Source: an optimization exercise on an open RTL-to-GDS flow (aim: a short achievable clock period and few clock cycles). Production flows keep margins and buffers that such runs may drop.
In this exercise RTL edits were held to simulation tests only and were not proved equivalent to the original.
Power and IR drop assume default switching activity.

### flow/design.v
package rv32i_pkg;
    typedef logic [31:0] rv32i_word;
    typedef logic [4:0]  reg_idx_t;
    typedef enum logic [6:0] {
        op_reg   = 7'b0110011,
        op_imm   = 7'b0010011,
        op_lui   = 7'b0110111,
        op_load  = 7'b0000011,
        op_store = 7'b0100011,
        op_br    = 7'b1100011,
        op_jal   = 7'b1101111
    } opcode_t;
    typedef enum logic [2:0] {
        alu_add,
        alu_sub,
        alu_and,
        alu_or,
        alu_xor,
        alu_slt,
        alu_sll,
        alu_srl
    } alu_op_t;
    typedef enum logic [1:0] {
        fwd_reg,
        fwd_mem,
        fwd_wb
    } fwd_sel_t;
    typedef struct packed {
        opcode_t    opcode;
        reg_idx_t   rd;
        reg_idx_t   rs1;
        reg_idx_t   rs2;
        logic [2:0] funct3;
        rv32i_word  imm;
    } instr_t;
    typedef struct packed {
        alu_op_t alu_op;
        logic    use_imm;
        logic    load_regfile;
        logic    mem_read;
        logic    mem_write;
        logic    is_branch;
        logic    is_jump;
        logic    link;
    } ctrl_t;
    typedef struct packed {
        logic      valid;
        rv32i_word pc;
        rv32i_word instr;
    } ifid_t;
    typedef struct packed {
        logic      valid;
        rv32i_word pc;
        instr_t    instr;
        ctrl_t     ctrl;
        rv32i_word rs1_val;
        rv32i_word rs2_val;
    } idex_t;
    typedef struct packed {
        logic      valid;
        rv32i_word pc;
        instr_t    instr;
        ctrl_t     ctrl;
        rv32i_word alu_out;
        rv32i_word store_data;
        logic      br_taken;
    } exmem_t;
    typedef struct packed {
        logic      valid;
        ctrl_t     ctrl;
        reg_idx_t  rd;
        rv32i_word wb_val;
    } memwb_t;
endpackage
module fetch_stage #(
    parameter logic [31:0] reset_pc = 32'h0000_0000
) (
    input  logic      clk,
    input  logic      branch_rst,
    input  logic      freeze,
    input  logic      load_stall,
    input  logic      redirect_valid,
    input  rv32i_pkg::rv32i_word redirect_pc,
    input  rv32i_pkg::rv32i_word icache_rdata,
    output logic      icache_read,
    output rv32i_pkg::rv32i_word icache_addr,
    output rv32i_pkg::ifid_t     ifid
);
    rv32i_pkg::rv32i_word pc;
    rv32i_pkg::rv32i_word pc_next;
    logic      fetch_en;
    assign pc_next = redirect_valid ? redirect_pc : pc + 32'd4;
    assign icache_read = fetch_en;
    assign icache_addr = pc;
    always_ff @(posedge clk) begin
        if (branch_rst) begin
            pc         <= reset_pc;
            fetch_en   <= 1'b0;
            ifid.valid <= 1'b0;
        end else begin
            fetch_en <= 1'b1;
            if (fetch_en && !freeze) begin
                if (redirect_valid) begin
                    pc         <= pc_next;
                    ifid.valid <= 1'b0;
                end else if (!load_stall) begin
                    pc         <= pc_next;
                    ifid.valid <= 1'b1;
                    ifid.pc    <= pc;
                    ifid.instr <= icache_rdata;
                end
            end
        end
    end
endmodule
module decode_stage (
    input  logic   clk,
    input  logic   branch_rst,
    input  logic   freeze,
    input  logic   load_stall,
    input  logic   redirect_valid,
    input  rv32i_pkg::ifid_t  ifid,
    input  rv32i_pkg::memwb_t memwb,
    output rv32i_pkg::instr_t id_srcs,
    output rv32i_pkg::idex_t  idex
);
    rv32i_pkg::rv32i_word regs [1:31];
    rv32i_pkg::rv32i_word raw;
    rv32i_pkg::instr_t    dec;
    rv32i_pkg::ctrl_t     ctrl;
    logic      known;
    logic      id_valid;
    logic      wb_en;
    logic      bubble;
    function automatic rv32i_pkg::alu_op_t alu_decode(input logic [2:0] funct3, input logic alt);
        case (funct3)
            3'b000:  alu_decode = alt ? rv32i_pkg::alu_sub : rv32i_pkg::alu_add;
            3'b001:  alu_decode = rv32i_pkg::alu_sll;
            3'b010:  alu_decode = rv32i_pkg::alu_slt;
            3'b100:  alu_decode = rv32i_pkg::alu_xor;
            3'b101:  alu_decode = rv32i_pkg::alu_srl;
            3'b110:  alu_decode = rv32i_pkg::alu_or;
            3'b111:  alu_decode = rv32i_pkg::alu_and;
            default: alu_decode = rv32i_pkg::alu_add;
        endcase
    endfunction
    function automatic rv32i_pkg::rv32i_word rf_read(input rv32i_pkg::reg_idx_t idx);
        if (idx == '0) begin
            rf_read = '0;
        end else if (wb_en && memwb.rd == idx) begin
            rf_read = memwb.wb_val;
        end else begin
            rf_read = regs[idx];
        end
    endfunction
    assign raw = ifid.instr;
    always_comb begin
        dec.opcode = rv32i_pkg::opcode_t'(raw[6:0]);
        dec.rd     = raw[11:7];
        dec.funct3 = raw[14:12];
        dec.rs1    = raw[19:15];
        dec.rs2    = raw[24:20];
        dec.imm    = '0;
        ctrl       = '0;
        known      = 1'b1;
        case (dec.opcode)
            rv32i_pkg::op_reg: begin
                ctrl.alu_op       = alu_decode(dec.funct3, raw[30]);
                ctrl.load_regfile = 1'b1;
            end
            rv32i_pkg::op_imm: begin
                dec.rs2           = '0;
                dec.imm           = {{20{raw[31]}}, raw[31:20]};
                ctrl.alu_op       = alu_decode(dec.funct3, 1'b0);
                ctrl.use_imm      = 1'b1;
                ctrl.load_regfile = 1'b1;
            end
            rv32i_pkg::op_lui: begin
                dec.rs1           = '0;
                dec.rs2           = '0;
                dec.imm           = {raw[31:12], 12'h000};
                ctrl.load_regfile = 1'b1;
            end
            rv32i_pkg::op_load: begin
                dec.rs2           = '0;
                dec.imm           = {{20{raw[31]}}, raw[31:20]};
                ctrl.use_imm      = 1'b1;
                ctrl.load_regfile = 1'b1;
                ctrl.mem_read     = 1'b1;
            end
            rv32i_pkg::op_store: begin
                dec.imm        = {{20{raw[31]}}, raw[31:25], raw[11:7]};
                ctrl.use_imm   = 1'b1;
                ctrl.mem_write = 1'b1;
            end
            rv32i_pkg::op_br: begin
                dec.imm        = {{20{raw[31]}}, raw[7], raw[30:25], raw[11:8], 1'b0};
                ctrl.is_branch = 1'b1;
            end
            rv32i_pkg::op_jal: begin
                dec.rs1           = '0;
                dec.rs2           = '0;
                dec.imm           = {{12{raw[31]}}, raw[19:12], raw[20], raw[30:21], 1'b0};
                ctrl.is_jump      = 1'b1;
                ctrl.link         = 1'b1;
                ctrl.load_regfile = 1'b1;
            end
            default: begin
                known = 1'b0;
            end
        endcase
        if (!ifid.valid || !known) begin
            dec.rs1 = '0;
            dec.rs2 = '0;
            ctrl    = '0;
        end
    end
    assign id_valid = ifid.valid && known;
    assign id_srcs  = dec;
    assign wb_en = memwb.valid && memwb.ctrl.load_regfile && memwb.rd != '0;
    always_ff @(posedge clk) begin
        if (wb_en) begin
            regs[memwb.rd] <= memwb.wb_val;
        end
    end
    assign bubble = load_stall || redirect_valid || !id_valid;
    always_ff @(posedge clk) begin
        if (branch_rst) begin
            idex.valid <= 1'b0;
            idex.ctrl  <= '0;
        end else if (!freeze) begin
            if (bubble) begin
                idex.valid <= 1'b0;
                idex.ctrl  <= '0;
            end else begin
                idex.valid <= 1'b1;
                idex.ctrl  <= ctrl;
            end
            idex.pc      <= ifid.pc;
            idex.instr   <= dec;
            idex.rs1_val <= rf_read(dec.rs1);
            idex.rs2_val <= rf_read(dec.rs2);
        end
    end
endmodule
module hazard_unit (
    input  rv32i_pkg::instr_t   id_srcs,
    input  rv32i_pkg::idex_t    idex,
    input  rv32i_pkg::exmem_t   exmem,
    input  rv32i_pkg::memwb_t   memwb,
    input  logic     icache_read,
    input  logic     icache_resp,
    input  logic     dcache_read,
    input  logic     dcache_write,
    input  logic     dcache_resp,
    output rv32i_pkg::fwd_sel_t rs1_sel,
    output rv32i_pkg::fwd_sel_t rs2_sel,
    output rv32i_pkg::fwd_sel_t store_sel,
    output logic     load_stall,
    output logic     freeze
);
    logic mem_writes;
    logic wb_writes;
    logic ex_is_load;
    assign mem_writes = exmem.valid && exmem.ctrl.load_regfile && exmem.instr.rd != '0;
    assign wb_writes  = memwb.valid && memwb.ctrl.load_regfile && memwb.rd != '0;
    function automatic rv32i_pkg::fwd_sel_t src_sel(input rv32i_pkg::reg_idx_t src);
        if (mem_writes && exmem.instr.rd == src) begin
            src_sel = rv32i_pkg::fwd_mem;
        end else if (wb_writes && memwb.rd == src) begin
            src_sel = rv32i_pkg::fwd_wb;
        end else begin
            src_sel = rv32i_pkg::fwd_reg;
        end
    endfunction
    always_comb begin
        rs1_sel = src_sel(idex.instr.rs1);
        rs2_sel = src_sel(idex.instr.rs2);
        if (exmem.ctrl.mem_write && wb_writes && memwb.rd == exmem.instr.rs2) begin
            store_sel = rv32i_pkg::fwd_wb;
        end else begin
            store_sel = rv32i_pkg::fwd_reg;
        end
    end
    assign ex_is_load = idex.valid && idex.ctrl.mem_read && idex.instr.rd != '0;
    assign load_stall = ex_is_load &&
                        (idex.instr.rd == id_srcs.rs1 || idex.instr.rd == id_srcs.rs2);
    assign freeze = (icache_read && !icache_resp) ||
                    ((dcache_read || dcache_write) && !dcache_resp);
endmodule
module execute_stage (
    input  logic      clk,
    input  logic      branch_rst,
    input  logic      freeze,
    input  logic      redirect_valid,
    input  rv32i_pkg::idex_t     idex,
    input  rv32i_pkg::fwd_sel_t  rs1_sel,
    input  rv32i_pkg::fwd_sel_t  rs2_sel,
    input  rv32i_pkg::rv32i_word exmem_fwd,
    input  rv32i_pkg::rv32i_word wb_fwd,
    output rv32i_pkg::exmem_t    exmem
);
    rv32i_pkg::rv32i_word op_a;
    rv32i_pkg::rv32i_word op_b;
    rv32i_pkg::rv32i_word alu_b;
    rv32i_pkg::rv32i_word alu_res;
    rv32i_pkg::rv32i_word target;
    rv32i_pkg::rv32i_word ex_result;
    logic      taken;
    function automatic rv32i_pkg::rv32i_word pick(input rv32i_pkg::fwd_sel_t sel,
                                                  input rv32i_pkg::rv32i_word reg_val);
        case (sel)
            rv32i_pkg::fwd_mem: pick = exmem_fwd;
            rv32i_pkg::fwd_wb:  pick = wb_fwd;
            default: pick = reg_val;
        endcase
    endfunction
    always_comb begin
        op_a  = pick(rs1_sel, idex.rs1_val);
        op_b  = pick(rs2_sel, idex.rs2_val);
        alu_b = idex.ctrl.use_imm ? idex.instr.imm : op_b;
    end
    always_comb begin
        case (idex.ctrl.alu_op)
            rv32i_pkg::alu_add: alu_res = op_a + alu_b;
            rv32i_pkg::alu_sub: alu_res = op_a - alu_b;
            rv32i_pkg::alu_and: alu_res = op_a & alu_b;
            rv32i_pkg::alu_or:  alu_res = op_a | alu_b;
            rv32i_pkg::alu_xor: alu_res = op_a ^ alu_b;
            rv32i_pkg::alu_slt: alu_res = {31'b0, $signed(op_a) < $signed(alu_b)};
            rv32i_pkg::alu_sll: alu_res = op_a << alu_b[4:0];
            rv32i_pkg::alu_srl: alu_res = op_a >> alu_b[4:0];
            default: alu_res = op_a + alu_b;
        endcase
    end
    assign target = idex.pc + idex.instr.imm;
    assign ex_result = (idex.instr.opcode == rv32i_pkg::op_lui) ? idex.instr.imm :
                       (idex.ctrl.is_branch || idex.ctrl.is_jump) ? target : alu_res;
    assign taken = idex.ctrl.is_branch &&
                   ((idex.instr.funct3 == 3'b000 && op_a == op_b) ||
                    (idex.instr.funct3 == 3'b001 && op_a != op_b));
    always_ff @(posedge clk) begin
        if (branch_rst) begin
            exmem.valid    <= 1'b0;
            exmem.ctrl     <= '0;
            exmem.br_taken <= 1'b0;
        end else if (!freeze) begin
            if (redirect_valid) begin
                exmem.valid    <= 1'b0;
                exmem.ctrl     <= '0;
                exmem.br_taken <= 1'b0;
            end else begin
                exmem.valid    <= idex.valid;
                exmem.ctrl     <= idex.ctrl;
                exmem.br_taken <= taken;
            end
            exmem.pc         <= idex.pc;
            exmem.instr      <= idex.instr;
            exmem.alu_out    <= ex_result;
            exmem.store_data <= op_b;
        end
    end
endmodule
module memory_stage (
    input  logic       clk,
    input  logic       branch_rst,
    input  logic       freeze,
    input  rv32i_pkg::exmem_t     exmem,
    input  rv32i_pkg::fwd_sel_t   store_sel,
    input  rv32i_pkg::rv32i_word  wb_fwd,
    input  rv32i_pkg::rv32i_word  dcache_rdata,
    output logic       dcache_read,
    output logic       dcache_write,
    output rv32i_pkg::rv32i_word  dcache_addr,
    output rv32i_pkg::rv32i_word  dcache_wdata,
    output logic [3:0] dcache_byte_enable,
    output logic       redirect_valid,
    output rv32i_pkg::rv32i_word  redirect_pc,
    output rv32i_pkg::memwb_t     memwb
);
    rv32i_pkg::rv32i_word wb_val;
    assign dcache_read  = exmem.valid && exmem.ctrl.mem_read;
    assign dcache_write = exmem.valid && exmem.ctrl.mem_write;
    assign dcache_addr  = exmem.alu_out;
    assign dcache_wdata = (store_sel == rv32i_pkg::fwd_wb) ? wb_fwd : exmem.store_data;
    assign dcache_byte_enable = {4{dcache_write}};
    assign redirect_valid = exmem.valid && (exmem.br_taken || exmem.ctrl.is_jump);
    assign redirect_pc    = exmem.alu_out;
    assign wb_val = exmem.ctrl.mem_read ? dcache_rdata :
                    exmem.ctrl.link ? exmem.pc + 32'd4 : exmem.alu_out;
    always_ff @(posedge clk) begin
        if (branch_rst) begin
            memwb.valid <= 1'b0;
            memwb.ctrl  <= '0;
        end else if (!freeze) begin
            memwb.valid  <= exmem.valid;
            memwb.ctrl   <= exmem.ctrl;
            memwb.rd     <= exmem.instr.rd;
            memwb.wb_val <= wb_val;
        end
    end
endmodule
module datapath #(
    parameter logic [31:0] reset_pc = 32'h0000_0000
) (
    input  logic       clk,
    input  logic       branch_rst,
    output logic       icache_read,
    output rv32i_pkg::rv32i_word  icache_addr,
    input  rv32i_pkg::rv32i_word  icache_rdata,
    input  logic       icache_resp,
    output logic [3:0] dcache_byte_enable,
    output logic       dcache_read,
    output logic       dcache_write,
    output rv32i_pkg::rv32i_word  dcache_addr,
    output rv32i_pkg::rv32i_word  dcache_wdata,
    input  rv32i_pkg::rv32i_word  dcache_rdata,
    input  logic       dcache_resp
);
    rv32i_pkg::ifid_t     ifid;
    rv32i_pkg::idex_t     idex;
    rv32i_pkg::exmem_t    exmem;
    rv32i_pkg::memwb_t    memwb;
    rv32i_pkg::instr_t    id_srcs;
    rv32i_pkg::fwd_sel_t  rs1_sel;
    rv32i_pkg::fwd_sel_t  rs2_sel;
    rv32i_pkg::fwd_sel_t  store_sel;
    logic      load_stall;
    logic      freeze;
    logic      redirect_valid;
    rv32i_pkg::rv32i_word redirect_pc;
    fetch_stage #(
        .reset_pc       (reset_pc)
    ) fetch (
        .clk            (clk),
        .branch_rst     (branch_rst),
        .freeze         (freeze),
        .load_stall     (load_stall),
        .redirect_valid (redirect_valid),
        .redirect_pc    (redirect_pc),
        .icache_rdata   (icache_rdata),
        .icache_read    (icache_read),
        .icache_addr    (icache_addr),
        .ifid           (ifid)
    );
    decode_stage decode (
        .clk            (clk),
        .branch_rst     (branch_rst),
        .freeze         (freeze),
        .load_stall     (load_stall),
        .redirect_valid (redirect_valid),
        .ifid           (ifid),
        .memwb          (memwb),
        .id_srcs        (id_srcs),
        .idex           (idex)
    );
    hazard_unit hazard (
        .id_srcs        (id_srcs),
        .idex           (idex),
        .exmem          (exmem),
        .memwb          (memwb),
        .icache_read    (icache_read),
        .icache_resp    (icache_resp),
        .dcache_read    (dcache_read),
        .dcache_write   (dcache_write),
        .dcache_resp    (dcache_resp),
        .rs1_sel        (rs1_sel),
        .rs2_sel        (rs2_sel),
        .store_sel      (store_sel),
        .load_stall     (load_stall),
        .freeze         (freeze)
    );
    execute_stage execute (
        .clk            (clk),
        .branch_rst     (branch_rst),
        .freeze         (freeze),
        .redirect_valid (redirect_valid),
        .idex           (idex),
        .rs1_sel        (rs1_sel),
        .rs2_sel        (rs2_sel),
        .exmem_fwd      (exmem.alu_out),
        .wb_fwd         (memwb.wb_val),
        .exmem          (exmem)
    );
    memory_stage memory (
        .clk                (clk),
        .branch_rst         (branch_rst),
        .freeze             (freeze),
        .exmem              (exmem),
        .store_sel          (store_sel),
        .wb_fwd             (memwb.wb_val),
        .dcache_rdata       (dcache_rdata),
        .dcache_read        (dcache_read),
        .dcache_write       (dcache_write),
        .dcache_addr        (dcache_addr),
        .dcache_wdata       (dcache_wdata),
        .dcache_byte_enable (dcache_byte_enable),
        .redirect_valid     (redirect_valid),
        .redirect_pc        (redirect_pc),
        .memwb              (memwb)
    );
endmodule
### flow/run.sh
#!/bin/bash
# synth_recipe.tcl (not shown) runs the flow's synth.tcl, then flattens the netlist and writes it again
# the make line also repeats each setting of config.mk as NAME=value (left out here)
make -C /OpenROAD-flow-scripts/flow DESIGN_CONFIG=/design/flow/config.mk WORK_HOME=/design/flow/orfs CLKGATE_MAP_FILE= SYNTH_SCRIPT=/design/flow/synth_recipe.tcl finish
### flow/config.mk
export PLATFORM = sky130hd
export DESIGN_NAME = datapath
export DESIGN_NICKNAME = datapath
export VERILOG_FILES = /design/flow/design.v
export SDC_FILE = /design/flow/constraint.sdc
export NUM_CORES = 4
export LEC_CHECK = 0
export CAP_MARGIN = 20
export CORE_MARGIN = 2
export CORE_UTILIZATION = 40
export SLEW_MARGIN = 20
### flow/constraint.sdc
create_clock -name core_clock -period 8.0 [get_ports {clk}]
set_input_delay 1.6000 -clock core_clock [delete_from_list [all_inputs] [get_ports {clk}]]
set_output_delay 1.6000 -clock core_clock [all_outputs]
set_load 0.01 [all_outputs]
==> results.py <==
metrics = {
    "cts": {
        "ctsLongestPathBuffers": 3,
        "clk_latency_ns": 0.85,
        "htree_levels": 4,
        "hold_buffers": 0,
        "cts_resized": 0,
        "cts_tree": "built",
        "post-cts-setup-buffer-count": 0,
        "cts-root-buf": "clkbuf_16",
        "cts.sinks": 1404,
        "cts_buffers": 158,
        "path_clk_slew_ns": 0.07,
    },
    "floorplanning": {
        "core-area_um2": 186000,
        "die_height_um": 437,
        "die-area_um2": 191000,
        "start_util": 0.403,
        "row_count": 158,
        "die_w_um": 437,
        "ios": 171,
    },
    "sta": {
        "hold_viol": 0,
        "rsz0062_at_grt": "false",
        "period_share": 0.897,
        "slew_headroom": 0.154,
        "finalMaxSlewViolations": 0,
        "period_minus_slack_ns": 7.18,
        "fmax_ghz": 0.139,
        "finalClockSkew_ns": 0.0690,
        "worst_slack_ns": 0.822,
        "tns_ns": 0,
        "finalSetupViolations": 0,
        "worstMarginPinSlew_ns": 1.26,
    },
    "worst_setup_path": {
        "r2r_cells": 20,
        "cpMaxStageDelayCell": "a21oi_1",
        "cp_cell_sequence": "or3_1 -> o311a_1 -> nand2_1 -> mux2i_1 -> a21oi_1 -> ha_1 -> nand2b_1 -> a221oi_1 -> o221ai_1 -> a41oi_1 -> buf_4 -> o21bai_1 -> buf_4 -> a211oi_1 -> o41ai_1 -> buf_4 -> xnor2_1 -> nor2_1 -> a2111oi_0 -> a31oi_1",
        "rrSetupSlack_ns": 0.82,
        "critical_path.max_fanout": 13,
        "crit_top_cell": "buf_4",
        "path_depth": 20,
        "reg2reg_to": "execute.exmem[60]",
        "r2r-start": "memory.memwb[35]",
        "startpoint": "memory.memwb[35]",
        "critPathTopFamily": "compound AO/OA/AOI/OAI gates",
        "cp.required_ns": 8.56,
        "worstSetupEndpointType": "flip-flop",
        "crit_type": "reg2reg",
        "cp_num_buf_inv": 3,
        "crit_path_start_kind": "flip-flop",
        "crit_end": "execute.exmem[60]",
        "crit_path_max_incr_delay_ns": 0.96,
        "crit_arrival_ns": 7.74,
    },
    "grt": {
        "overflow": 0,
        "first_global_vias": 62000,
        "grt_start_max_net_pins": 138,
        "antenna_found_initial": 19,
        "globalRouteTotalUtil": 0.379,
        "grt_pass1_wl_um": 509000,
    },
    "synthesis": {
        "seq_area_frac_synth": 0.556,
        "synthTopCellsByArea": "edfxtp_1 (54%), nand2_1 (5.8%), o221ai_1 (3.6%)",
        "synth_enable_flop_cells": 1352,
        "synth-seq-cells": 1404,
        "synth_top_cell_by_area": "edfxtp_1",
        "synth_fp_nets": 7238,
        "synthFlopType": "edfxtp_1",
        "async_reset_ff_frac": 0,
        "yosysTopAreaCellShare": 0.542,
        "syn-cell-area_um2": 74900,
        "synth_common_cells": "edfxtp_1 (1,352), nand2_1 (1,148), clkbuf_1 (441)",
        "yosysUniqueCellTypes": 102,
        "synth_most_common_cell": "edfxtp_1",
        "syn_avg_cell_area_um2": 10.6,
        "synth_cells": 7037,
        "yosysWarnings": 5,
    },
    "pwr": {
        "combPwrFrac": 0.072,
        "p_sw_frac": 0.249,
        "pwr-share-clk": 0.445,
        "internal_power_mw": 13.0,
        "powerDensity_nw_per_um2": 202,
        "leakagePower_nw": 29.2,
        "sequentialPowerShare": 0.484,
        "power.switching_mw": 4.31,
        "ir_drop_mv": 0.195,
    },
    "drt": {
        "met1_length_um": 142000,
        "viasPerCell": 6.80,
        "drtIter0Drc": 9584,
        "wl_met2_um": 165000,
        "wire_per_inst_um": 38.4,
        "detail_route.wirelength_um": 371000,
        "vias": 65800,
        "drtAntennaViolNets": 0,
        "wl_met3_um": 38800,
        "route.detailed.drc": 0,
        "top_layer": "met5",
        "dr.pass1.iters": 6,
    },
    "finish": {
        "design_area_um2": 85600,
        "seq_area_um2": 41600,
        "drive_above_1_share": 0.100,
        "fin_nets": 7264,
        "area_growth_pct": 14.3,
        "fin_util": 0.461,
        "n_fill_cell": 17100,
        "multi_input_area_um2": 30800,
    },
    "placement": {
        "pre_cts_slack_ns": 1.01,
        "post_dp_cell_area_um2": 80100,
        "io_buffers": 170,
        "gp_congestion": 1.03,
        "dpl.hpwl_um": 248000,
    },
    "job": {
        "cap_viol_max_count": 0,
    },
    "min_path": {
        "min-delay-path-class": "reg2reg",
    },
    "status": {
        "status": "no timing/DRC/antenna violations",
    },
}
## stage by stage
step                hold slack (ns)  power, mW  instances
floorplan                     0.400       9.07       7037
global placement              0.403       9.73       9381
detailed placement            0.405       9.73       9382
CTS                           0.400       17.3       9672
global route                  0.420       17.7       9675
finish                        0.404       17.3       9679
## kinds of logic (layout without fill, tap and decap cells)
logic type               Yosys count  count (layout)  synth area share
other                              0               6                 0
multiplexers                     268             268            0.0380
XOR/XNOR                         172             172            0.0201
adder cells (fa/ha/maj)          133             133            0.0223
flip-flops                      1404            1404             0.556
AO/OA/AOI/OAI                   2214            2214             0.201
buffers and inverters            718             874            0.0394
AND/OR/NAND/NOR                 2128            2128             0.124
## power groups by stage
stage / Combinational [mW] / Clock, mW / Sequential [mW]
after floorplan: 0.612 / 0 / 8.46
after global placement: 1.21 / 0 / 8.52
after detailed placement: 1.21 / 0 / 8.52
after CTS: 1.21 / 7.75 / 8.37
after global routing: 1.29 / 8.04 / 8.36
final: 1.24 / 7.70 / 8.37
## worst min-delay path by stage
stage / startpoint / endpoint / slack, ns / depth (start not counted)
finish: fetch.ifid[44] / decode.idex[143] / 0.40 / 0
global route: fetch.ifid[54] / decode.idex[153] / 0.42 / 0
CTS: fetch.ifid[44] / decode.idex[143] / 0.40 / 0
detailed placement: fetch.ifid[54] / decode.idex[153] / 0.40 / 0
global placement: fetch.ifid[41] / decode.idex[140] / 0.40 / 0
floorplan: fetch.ifid[32] / decode.idex[131] / 0.40 / 0
## final cells by class
class,instances,share of cell area
Sequential cell,1404,0.486
Multi-Input combinational cell,4915,0.360
Clock buffer,183,0.0484
Timing Repair Buffer,455,0.0475
Tap cell,2480,0.0362
Clock inverter,107,0.0150
Inverter,129,0.00596
Antenna cell,6,0.000175
## routing by layer
| metal | track usage | vias to the layer above |
|---|---|---|
| met5 | 0 | - |
| met4 | 0.212 | 6 |
| met3 | 0.0751 | 1003 |
| met2 | 0.581 | 4554 |
| met1 | 0.501 | 33000 |
| li1 | - | 27200 |
## state kept, by name, summed over array words and instances (netlist names)
register and count:
fetch.fetch_en 1, decode.idex 163, fetch.ifid 65, execute.exmem 112
memory.memwb 39, decode.regs 992, fetch.pc 32
## cells in the final DEF, fill, tap and decap left out, types with 53 or more instances in the layout
cell and count:
edfxtp_1 1352, nand2_1 1139, a21oi_1 402, o21ai_0 401, o221ai_1 311, nand3_1 306
nor2_1 270, buf_4 267, o22ai_1 223, mux2i_1 211, clkdlybuf4s50_1 169, a31oi_1 161
clkbuf_16 161, ha_1 132, xnor2_1 117, o211ai_1 117, inv_1 114, nor3_1 98
a211oi_1 90, a32oi_1 68, o311ai_0 59, and3_1 58, xor2_1 55, a32o_1 53
Testbench counts, summed over its fixed seeds: cycles 64,297.

[what the ideal ports hide]
No port has a modelled driver above. Below, the same layout with a new extraction and two added sets of constraints.
Step 1 sets driving cells, clkbuf_16 on the clock port and buf_2 on the other inputs (assumed; they add their load-dependent delay and slew).
Step 2 moves the port delays by t, midway between the first and last clock arrival at a register: inputs arrive t later, outputs are due t later. That takes back most of the time a late clock gives input paths.
Three values: ideal ports, drivers, drivers and shift; two values: the first two.
shift t [ns]: 0.901
setup slack, ns: 0.822 / 0.822 / 0.822
worst setup path after step 2: register to register
After both steps setup and hold are still met in this run. The setup slack of this run moves by 0.000 ns with the drivers and by 0.000 ns with both steps.
